Background: an optimization exercise with open tools, aiming at small area and a short achievable clock period. Do not read the settings as production practice.
In this exercise RTL edits were held to simulation tests only and were not proved equivalent to the original.
Power and IR drop assume default switching activity.

the previous run:
// vc_circular_buffer
module vc_circular_buffer #(
    parameter int FLIT_W      = 64,
    parameter int NUM_VC      = 4,
    parameter int BUFFER_SIZE = 8,
    parameter int OFF_THR     = BUFFER_SIZE - 2,
    parameter int ON_THR      = 1,
    localparam int VC_W       = (NUM_VC > 1) ? $clog2(NUM_VC) : 1,
    localparam int CNT_W      = $clog2(BUFFER_SIZE + 1)
) (
    input  logic                    clk,
    input  logic                    rst_n,
    input  logic                    write_i,
    input  logic [VC_W-1:0]         write_vc_i,
    input  logic [FLIT_W-1:0]       input_Data,
    input  logic                    read_i,
    input  logic [VC_W-1:0]         read_vc_i,
    output logic [FLIT_W-1:0]       output_Data,
    output logic [NUM_VC-1:0]       buf_empty,
    output logic [NUM_VC-1:0]       buf_full,
    output logic [NUM_VC-1:0]       buf_On_Off,
    output logic [NUM_VC*CNT_W-1:0] occupancy,
    output logic                    overflow_o,
    output logic                    underflow_o
);
clock: 5.5 ns
lec_check: 0
abc_clock_period_in_ps: 3100
cap_margin: 20
core_margin: 2
core_utilization: 40
cts_cluster_diameter: 100
cts_cluster_size: 30
setup_slack_margin: 2.4
slew_margin: 20
tns_end_percent: 5
run.sh (not shown) runs the stock make flow with config.mk's settings and CLKGATE_MAP_FILE= SYNTH_SCRIPT=/design/flow/synth_recipe.tcl, a recipe that flattens the netlist after the stock synthesis.
Setup changes, the previous run to the current run
--- a/flow/config.mk
+++ b/flow/config.mk
@@ -10,7 +10,4 @@
 export CORE_MARGIN = 2
 export CORE_UTILIZATION = 40
-export CTS_CLUSTER_DIAMETER = 100
-export CTS_CLUSTER_SIZE = 30
 export SETUP_SLACK_MARGIN = 2.4
 export SLEW_MARGIN = 20
-export TNS_END_PERCENT = 5
## What came out
Taking the previous run as the reference, in the current run arrival time reported for the critical path endpoint decreased by 20 ps relative to the old numbers, slack of the critical path up 23 ps, ratio of final minimum period to clock period saw a decrease, standard-cell row count about even, worst-case headroom to the max-slew limit saw a decrease.
Higher number of cells on the worst reg-to-reg path was reported by the current run, not the previous run.
Comparing the current run and the previous run, the higher global-route wire length before repair is on the current run.
From the current run to the previous run, net count of the mapped netlist did not move at all.
Cell area power density for the current run: 51 nW/um^2 up relative to the previous run

the baseline:
Another version of the RTL of vc_circular_buffer (not shown whole).
Size in the first run: about 4200 cells after synthesis, about 170 I/O pins, roughly 79000 um^2 of cells after synthesis.
export LEC_CHECK = 0
export ABC_CLOCK_PERIOD_IN_PS = 3000
export CAP_MARGIN = 20
export CORE_MARGIN = 2
export CORE_UTILIZATION = 50
export CTS_CLUSTER_DIAMETER = 100
export CTS_CLUSTER_SIZE = 26
export SETUP_SLACK_MARGIN = 2.5
export SLEW_MARGIN = 20
export SYNTH_HIERARCHICAL = 1
export TNS_END_PERCENT = 5
create_clock -name core_clock -period 5.5 [get_ports {clk}]
standard.sh (not shown) runs the stock make flow with config.mk's settings and CLKGATE_MAP_FILE= SYNTH_SCRIPT=/design/flow/synth_recipe.tcl, a recipe that flattens the netlist after the stock synthesis.
==> flow/flow/run.sh <==
#!/bin/bash
# The standard layout with two changes: the read_vc_i and output_Data pins
# are placed on one edge (flow/io.tcl, run before pin placement), and the
# resizer may change a cell's footprint when it sizes it.
set -euo pipefail
W=$(pwd)
bash standard.sh PRE_IO_PLACEMENT_TCL="$W/flow/io.tcl" MATCH_CELL_FOOTPRINT=0 finish > "$W/standard_flow.log" 2>&1
==> flow/flow/io.tcl <==
# Put the read-VC select in the middle of the data outputs, packed on a short
# stretch of one edge, so the head registers and the output select sit next to
# both and the select nets stay short.
set pins {}
for {set b 0} {$b < 32} {incr b} { lappend pins "output_Data\[$b\]" }
lappend pins {read_vc_i[0]} {read_vc_i[1]}
for {set b 32} {$b < 64} {incr b} { lappend pins "output_Data\[$b\]" }
set_io_pin_constraint -group -order -pin_names $pins -region bottom:110-250
Relative to the baseline, the following input files were edited for the candidate:
Settings: CORE_UTILIZATION: 50 -> 40.
diff --git a/flow/flow/io.tcl b/flow/flow/io.tcl
--- a/flow/flow/io.tcl
+++ b/flow/flow/io.tcl
@@ -7,2 +7,2 @@
 for {set b 32} {$b < 64} {incr b} { lappend pins "output_Data\[$b\]" }
-set_io_pin_constraint -group -order -pin_names $pins -region bottom:110-250
+set_io_pin_constraint -group -order -pin_names $pins -region bottom:175-265
and2b_2 as the highest-delay cell along the critical path was reported by the candidate, and nor2_4 by the baseline. Max post-route worst setup slack across the candidate and the baseline: the baseline. Summary of the comparison: number of standard cells in the final layout excluding fillers is higher in the candidate, relative to the baseline. | power after layout | the baseline vs the candidate | ≈ equal |. In the candidate, the filler cell count in the final layout came out 4941 above the value in the baseline. The higher final clock period utilization by the worst path of the candidate and the baseline is in the candidate.

The RTL this note starts from:
==> flow/design.v <==
module vc_circular_buffer #(
    parameter int FLIT_W      = 64,
    parameter int NUM_VC      = 4,
    parameter int BUFFER_SIZE = 8,
    parameter int OFF_THR     = BUFFER_SIZE - 2,
    parameter int ON_THR      = 1,
    localparam int VC_W       = (NUM_VC > 1) ? $clog2(NUM_VC) : 1,
    localparam int CNT_W      = $clog2(BUFFER_SIZE + 1)
) (
    input  logic                    clk,
    input  logic                    rst_n,
    input  logic                    write_i,
    input  logic [VC_W-1:0]         write_vc_i,
    input  logic [FLIT_W-1:0]       input_Data,
    input  logic                    read_i,
    input  logic [VC_W-1:0]         read_vc_i,
    output logic [FLIT_W-1:0]       output_Data,
    output logic [NUM_VC-1:0]       buf_empty,
    output logic [NUM_VC-1:0]       buf_full,
    output logic [NUM_VC-1:0]       buf_On_Off,
    output logic [NUM_VC*CNT_W-1:0] occupancy,
    output logic                    overflow_o,
    output logic                    underflow_o
);
    localparam int BODY = BUFFER_SIZE - 1;
    localparam logic [CNT_W-1:0] CNT_FULL = CNT_W'(BUFFER_SIZE);
    localparam logic [CNT_W-1:0] CNT_OFF  = CNT_W'(OFF_THR);
    localparam logic [CNT_W-1:0] CNT_ON   = CNT_W'(ON_THR);
    logic [FLIT_W-1:0] head_q [NUM_VC];
    logic [FLIT_W-1:0] body_q [NUM_VC][BODY];
    logic [BODY-1:0]   bwp_q [NUM_VC];
    logic [BODY-1:0]   brp_q [NUM_VC];
    logic [CNT_W-1:0]  count_q [NUM_VC];
    logic [CNT_W-1:0]  count_d [NUM_VC];
    logic [NUM_VC-1:0] wr_dec;
    logic [NUM_VC-1:0] rd_dec;
    logic [NUM_VC-1:0] wr_sel;
    logic [NUM_VC-1:0] rd_sel;
    logic [NUM_VC-1:0] wr_ok;
    logic [NUM_VC-1:0] rd_ok;
    logic [NUM_VC-1:0] head_from_in;
    logic [NUM_VC-1:0] head_from_body;
    logic [NUM_VC-1:0] head_load;
    logic [NUM_VC-1:0] cnt_inc;
    logic [NUM_VC-1:0] cnt_dec;
    logic [NUM_VC-1:0] off_d;
    logic [NUM_VC-1:0] on_d;
    logic [NUM_VC-1:0] body_wr;
    logic [NUM_VC-1:0] on_off_q;
    logic              ovf_hit;
    logic              unf_hit;
    logic              overflow_q;
    logic              underflow_q;
    always_comb begin
        wr_dec    = NUM_VC'(1) << write_vc_i;
        rd_dec    = NUM_VC'(1) << read_vc_i;
        wr_sel    = write_i ? wr_dec : '0;
        rd_sel    = read_i ? rd_dec : '0;
        wr_ok     = '0;
        rd_ok     = '0;
        ovf_hit   = 1'b0;
        unf_hit   = 1'b0;
        buf_empty = '0;
        buf_full  = '0;
        occupancy = '0;
        for (int v = 0; v < NUM_VC; v++) begin
            rd_ok[v] = rd_sel[v] && (count_q[v] != '0);
            wr_ok[v] = wr_sel[v] && ((count_q[v] != CNT_FULL) || rd_ok[v]);
            count_d[v] = count_q[v] + CNT_W'(wr_ok[v]) - CNT_W'(rd_ok[v]);
            if (wr_sel[v] && !wr_ok[v]) ovf_hit = 1'b1;
            if (rd_sel[v] && !rd_ok[v]) unf_hit = 1'b1;
            buf_empty[v] = (count_q[v] == '0);
            buf_full[v]  = (count_q[v] == CNT_FULL);
            occupancy[v*CNT_W +: CNT_W] = count_q[v];
            head_from_in[v]   = wr_sel[v] && ((count_q[v] == '0) ||
                                              (count_q[v] == CNT_W'(1) && rd_sel[v]));
            head_load[v]      = rd_sel[v] || (wr_sel[v] && (count_q[v] == '0));
            head_from_body[v] = rd_ok[v] && (count_q[v] > CNT_W'(1));
            body_wr[v]        = wr_ok[v] && !head_from_in[v];
            cnt_inc[v]        = wr_ok[v] && !rd_ok[v];
            cnt_dec[v]        = rd_ok[v] && !wr_ok[v];
            off_d[v] = ((count_q[v] >= CNT_OFF) && !(count_q[v] == CNT_OFF && cnt_dec[v])) ||
                       (count_q[v] == CNT_OFF - CNT_W'(1) && cnt_inc[v]);
            on_d[v]  = ((count_q[v] <= CNT_ON) && !(count_q[v] == CNT_ON && cnt_inc[v])) ||
                       (count_q[v] == CNT_ON + CNT_W'(1) && cnt_dec[v]);
        end
    end
    logic [FLIT_W-1:0] head_d [NUM_VC];
    for (genvar v = 0; v < NUM_VC; v++) begin : g_head
        logic [BODY:0]          hsel;
        logic [(BODY+1)*FLIT_W-1:0] hsrc;
        always_comb begin
            hsel = {head_from_in[v], (count_q[v] > CNT_W'(1)) ? brp_q[v] : BODY'(0)};
            hsrc[BODY*FLIT_W +: FLIT_W] = input_Data;
            for (int i = 0; i < BODY; i++) hsrc[i*FLIT_W +: FLIT_W] = body_q[v][i];
        end
        vc_onehot_mux #(.N(BODY + 1), .W(FLIT_W)) u_hmux (
            .sel(hsel), .d(hsrc), .y(head_d[v])
        );
    end
    localparam int OUT_SLICES = 8;
    localparam int SLICE_W    = FLIT_W / OUT_SLICES;
    for (genvar s = 0; s < OUT_SLICES; s++) begin : g_out
        logic [NUM_VC-1:0]         ssel;
        logic [NUM_VC*SLICE_W-1:0] sd;
        always_comb
            for (int v = 0; v < NUM_VC; v++) sd[v*SLICE_W +: SLICE_W] = head_q[v][s*SLICE_W +: SLICE_W];
        vc_decode #(.NUM_VC(NUM_VC), .VC_W(VC_W)) u_odec (
            .vc(read_vc_i), .sel(ssel)
        );
        vc_onehot_mux #(.N(NUM_VC), .W(SLICE_W)) u_omux (
            .sel(ssel), .d(sd), .y(output_Data[s*SLICE_W +: SLICE_W])
        );
    end
    always_ff @(posedge clk or negedge rst_n) begin
        if (!rst_n) begin
            for (int v = 0; v < NUM_VC; v++) begin
                bwp_q[v]    <= BODY'(1);
                brp_q[v]    <= BODY'(1);
                count_q[v]  <= '0;
                on_off_q[v] <= 1'b1;
            end
            overflow_q  <= 1'b0;
            underflow_q <= 1'b0;
        end else begin
            for (int v = 0; v < NUM_VC; v++) begin
                if (body_wr[v])        bwp_q[v] <= {bwp_q[v][BODY-2:0], bwp_q[v][BODY-1]};
                if (head_from_body[v]) brp_q[v] <= {brp_q[v][BODY-2:0], brp_q[v][BODY-1]};
                count_q[v] <= count_d[v];
                if (off_d[v]) begin
                    on_off_q[v] <= 1'b0;
                end else if (on_d[v]) begin
                    on_off_q[v] <= 1'b1;
                end
            end
            overflow_q  <= overflow_q | ovf_hit;
            underflow_q <= underflow_q | unf_hit;
        end
    end
    always_ff @(posedge clk) begin
        for (int v = 0; v < NUM_VC; v++) begin
            if (head_load[v]) head_q[v] <= head_d[v];
            for (int i = 0; i < BODY; i++)
                if (body_wr[v] && bwp_q[v][i]) body_q[v][i] <= input_Data;
        end
    end
    assign buf_On_Off  = on_off_q;
    assign overflow_o  = overflow_q;
    assign underflow_o = underflow_q;
endmodule
module vc_onehot_mux #(
    parameter int N = 2,
    parameter int W = 1
) (
    input  logic [N-1:0]   sel,
    input  logic [N*W-1:0] d,
    output logic [W-1:0]   y
);
    always_comb begin
        y = '0;
        for (int i = 0; i < N; i++) y = y | (d[i*W +: W] & {W{sel[i]}});
    end
endmodule
module vc_decode #(
    parameter int NUM_VC = 4,
    parameter int VC_W   = 2
) (
    input  logic [VC_W-1:0]   vc,
    output logic [NUM_VC-1:0] sel
);
    assign sel = NUM_VC'(1) << vc;
endmodule
==> flow/config.mk <==
export PLATFORM = sky130hd
export DESIGN_NAME = vc_circular_buffer
export DESIGN_NICKNAME = vc_circular_buffer
export VERILOG_FILES = /design/flow/design.v
export SDC_FILE = /design/flow/constraint.sdc
export NUM_CORES = 4
export LEC_CHECK = 0
export ABC_CLOCK_PERIOD_IN_PS = 3000
export CAP_MARGIN = 20
export CORE_MARGIN = 2
export CORE_UTILIZATION = 40
export CTS_CLUSTER_DIAMETER = 100
export CTS_CLUSTER_SIZE = 26
export GPL_ROUTABILITY_DRIVEN = 0
export SETUP_SLACK_MARGIN = 2.5
export SLEW_MARGIN = 20
export SYNTH_HIERARCHICAL = 1
export TNS_END_PERCENT = 5
==> flow/constraint.sdc <==
create_clock -name core_clock -period 5.5 [get_ports {clk}]
set_input_delay 1.1000 -clock core_clock [delete_from_list [all_inputs] [get_ports {clk}]]
set_output_delay 1.1000 -clock core_clock [all_outputs]
set_load 0.01 [all_outputs]
==> flow/flow/io.tcl <==
# Put the read-VC select in the middle of the data outputs, packed on a short
# stretch of one edge, so the head registers and the output select sit next to
# both and the select nets stay short.
set pins {}
for {set b 0} {$b < 32} {incr b} { lappend pins "output_Data\[$b\]" }
lappend pins {read_vc_i[0]} {read_vc_i[1]}
for {set b 32} {$b < 64} {incr b} { lappend pins "output_Data\[$b\]" }
set_io_pin_constraint -group -order -pin_names $pins -region bottom:140-300
Scripts as last shown in full above: flow/flow/run.sh
The baseline finished with timing, DRC and antenna clean.
Edit:
--- a/flow/config.mk
+++ b/flow/config.mk
@@ -14,2 +14 @@
-export GPL_ROUTABILITY_DRIVEN = 0
-export SETUP_SLACK_MARGIN = 2.5
+export SETUP_SLACK_MARGIN = 3.0
Cell area rose by 2.5%.
Critical path depth went up by 1.
Area after synthesis does not change.
Power came out higher by 1.8%.
Count of clock-buffer cells in the layout shrinks by 40.
Setup slack gets worse by 0.039 ns.
Worst hold slack degrades by 0.019 ns.
Edit:
--- a/flow/flow/io.tcl
+++ b/flow/flow/io.tcl
@@ -8 +8 @@
-set_io_pin_constraint -group -order -pin_names $pins -region bottom:140-300
+set_io_pin_constraint -group -order -pin_names $pins -region bottom:190-250
--- a/flow/config.mk
+++ b/flow/config.mk
@@ -14 +14 @@
-export SETUP_SLACK_MARGIN = 3.0
+export SETUP_SLACK_MARGIN = 2.5
After rerunning: The changed run failed in I/O pin placement (3_2_place_iop) on PPL-0111. Synthesized area is unchanged. Synthesized cell count stays the same.
Edit:
==> flow/flow/run.sh (replaced) <==
#!/bin/bash
# The standard layout with three changes: the read_vc_i and output_Data
# pins are placed together on one edge (flow/io.tcl, run before pin
# placement), the port buffers are buf_2 rather than the delay cell
# buffer_ports picks on its own, and the resizer may change a cell's footprint
# when it sizes it.
set -euo pipefail
W=$(pwd)
bash standard.sh PRE_IO_PLACEMENT_TCL="$W/flow/io.tcl" MATCH_CELL_FOOTPRINT=0 \
    BUFFER_PORTS_ARGS="-buffer_cell sky130_fd_sc_hd__buf_2" finish > "$W/standard_flow.log" 2>&1
--- a/flow/flow/io.tcl
+++ b/flow/flow/io.tcl
@@ -8 +8 @@
-set_io_pin_constraint -group -order -pin_names $pins -region bottom:190-250
+set_io_pin_constraint -group -order -pin_names $pins -region bottom:140-300
Now the flow went through all stages and came out clean.
Synthesized area is unchanged.
Synthesized cell count stays the same.
Edit:
==> flow/flow/run.sh (replaced) <==
#!/bin/bash
# The standard layout with two changes: the read_vc_i and output_Data pins
# are placed on one edge (flow/io.tcl, run before pin placement), and the
# resizer may change a cell's footprint when it sizes it.
set -euo pipefail
W=$(pwd)
bash standard.sh PRE_IO_PLACEMENT_TCL="$W/flow/io.tcl" MATCH_CELL_FOOTPRINT=0 finish > "$W/standard_flow.log" 2>&1
--- a/flow/config.mk
+++ b/flow/config.mk
@@ -14 +14 @@
-export SETUP_SLACK_MARGIN = 2.5
+export SETUP_SLACK_MARGIN = 2.3
Result: Clock power grows slightly; total power stays flat; hold slack gets better by 0.14 ns; non-clock buffer count grows by 28.

-- re-timing with driven ports --
No port has a modelled driver above. Below, the same layouts with a new extraction and two added sets of constraints. Step 1 (the two cells are an assumption about what drives the block):
set clk [get_ports {clk}]
set_driving_cell -lib_cell sky130_fd_sc_hd__clkbuf_16 $clk
set_driving_cell -lib_cell sky130_fd_sc_hd__buf_2 [delete_from_list [all_inputs] $clk]
Step 2, shift: input delay + t, output delay - t, t = (earliest + latest rising clock arrival at the registers) / 2. This alone moves slack from input paths to output paths. Slacks: ideal / step 1 / step 2; pairs: ideal / step 1.
| run | t (ns) | setup slack, ns | worst setup path after step 2 |
|---|---|---|---|
| the previous run | 0.834 | 2.096 / 1.877 / 1.426 | input to register |
| the current run | 0.920 | 2.119 / 1.534 / 1.337 | input to register |
| the baseline | 0.826 | 2.215 / 1.874 / 1.467 | input to register |
| the candidate | 0.832 | 2.184 / 1.687 / 1.503 | input to register |
| the first run of note 3 | 0.836 | 2.112 / 1.829 / 1.409 | input to register |
| the second run of note 3 | 0.857 | 2.074 / 1.915 / 1.393 | input to register |
| the fourth run of note 3 | 0.833 | 2.006 / 1.651 / 1.313 | input to register |
| the fifth run of note 3 | 0.829 | 2.108 / 1.956 / 1.386 | input to register |
After both steps every run listed still meets setup and hold. The setup slack of the current run, which loses most, moves by -0.585 ns with the drivers and by -0.782 ns with both steps.
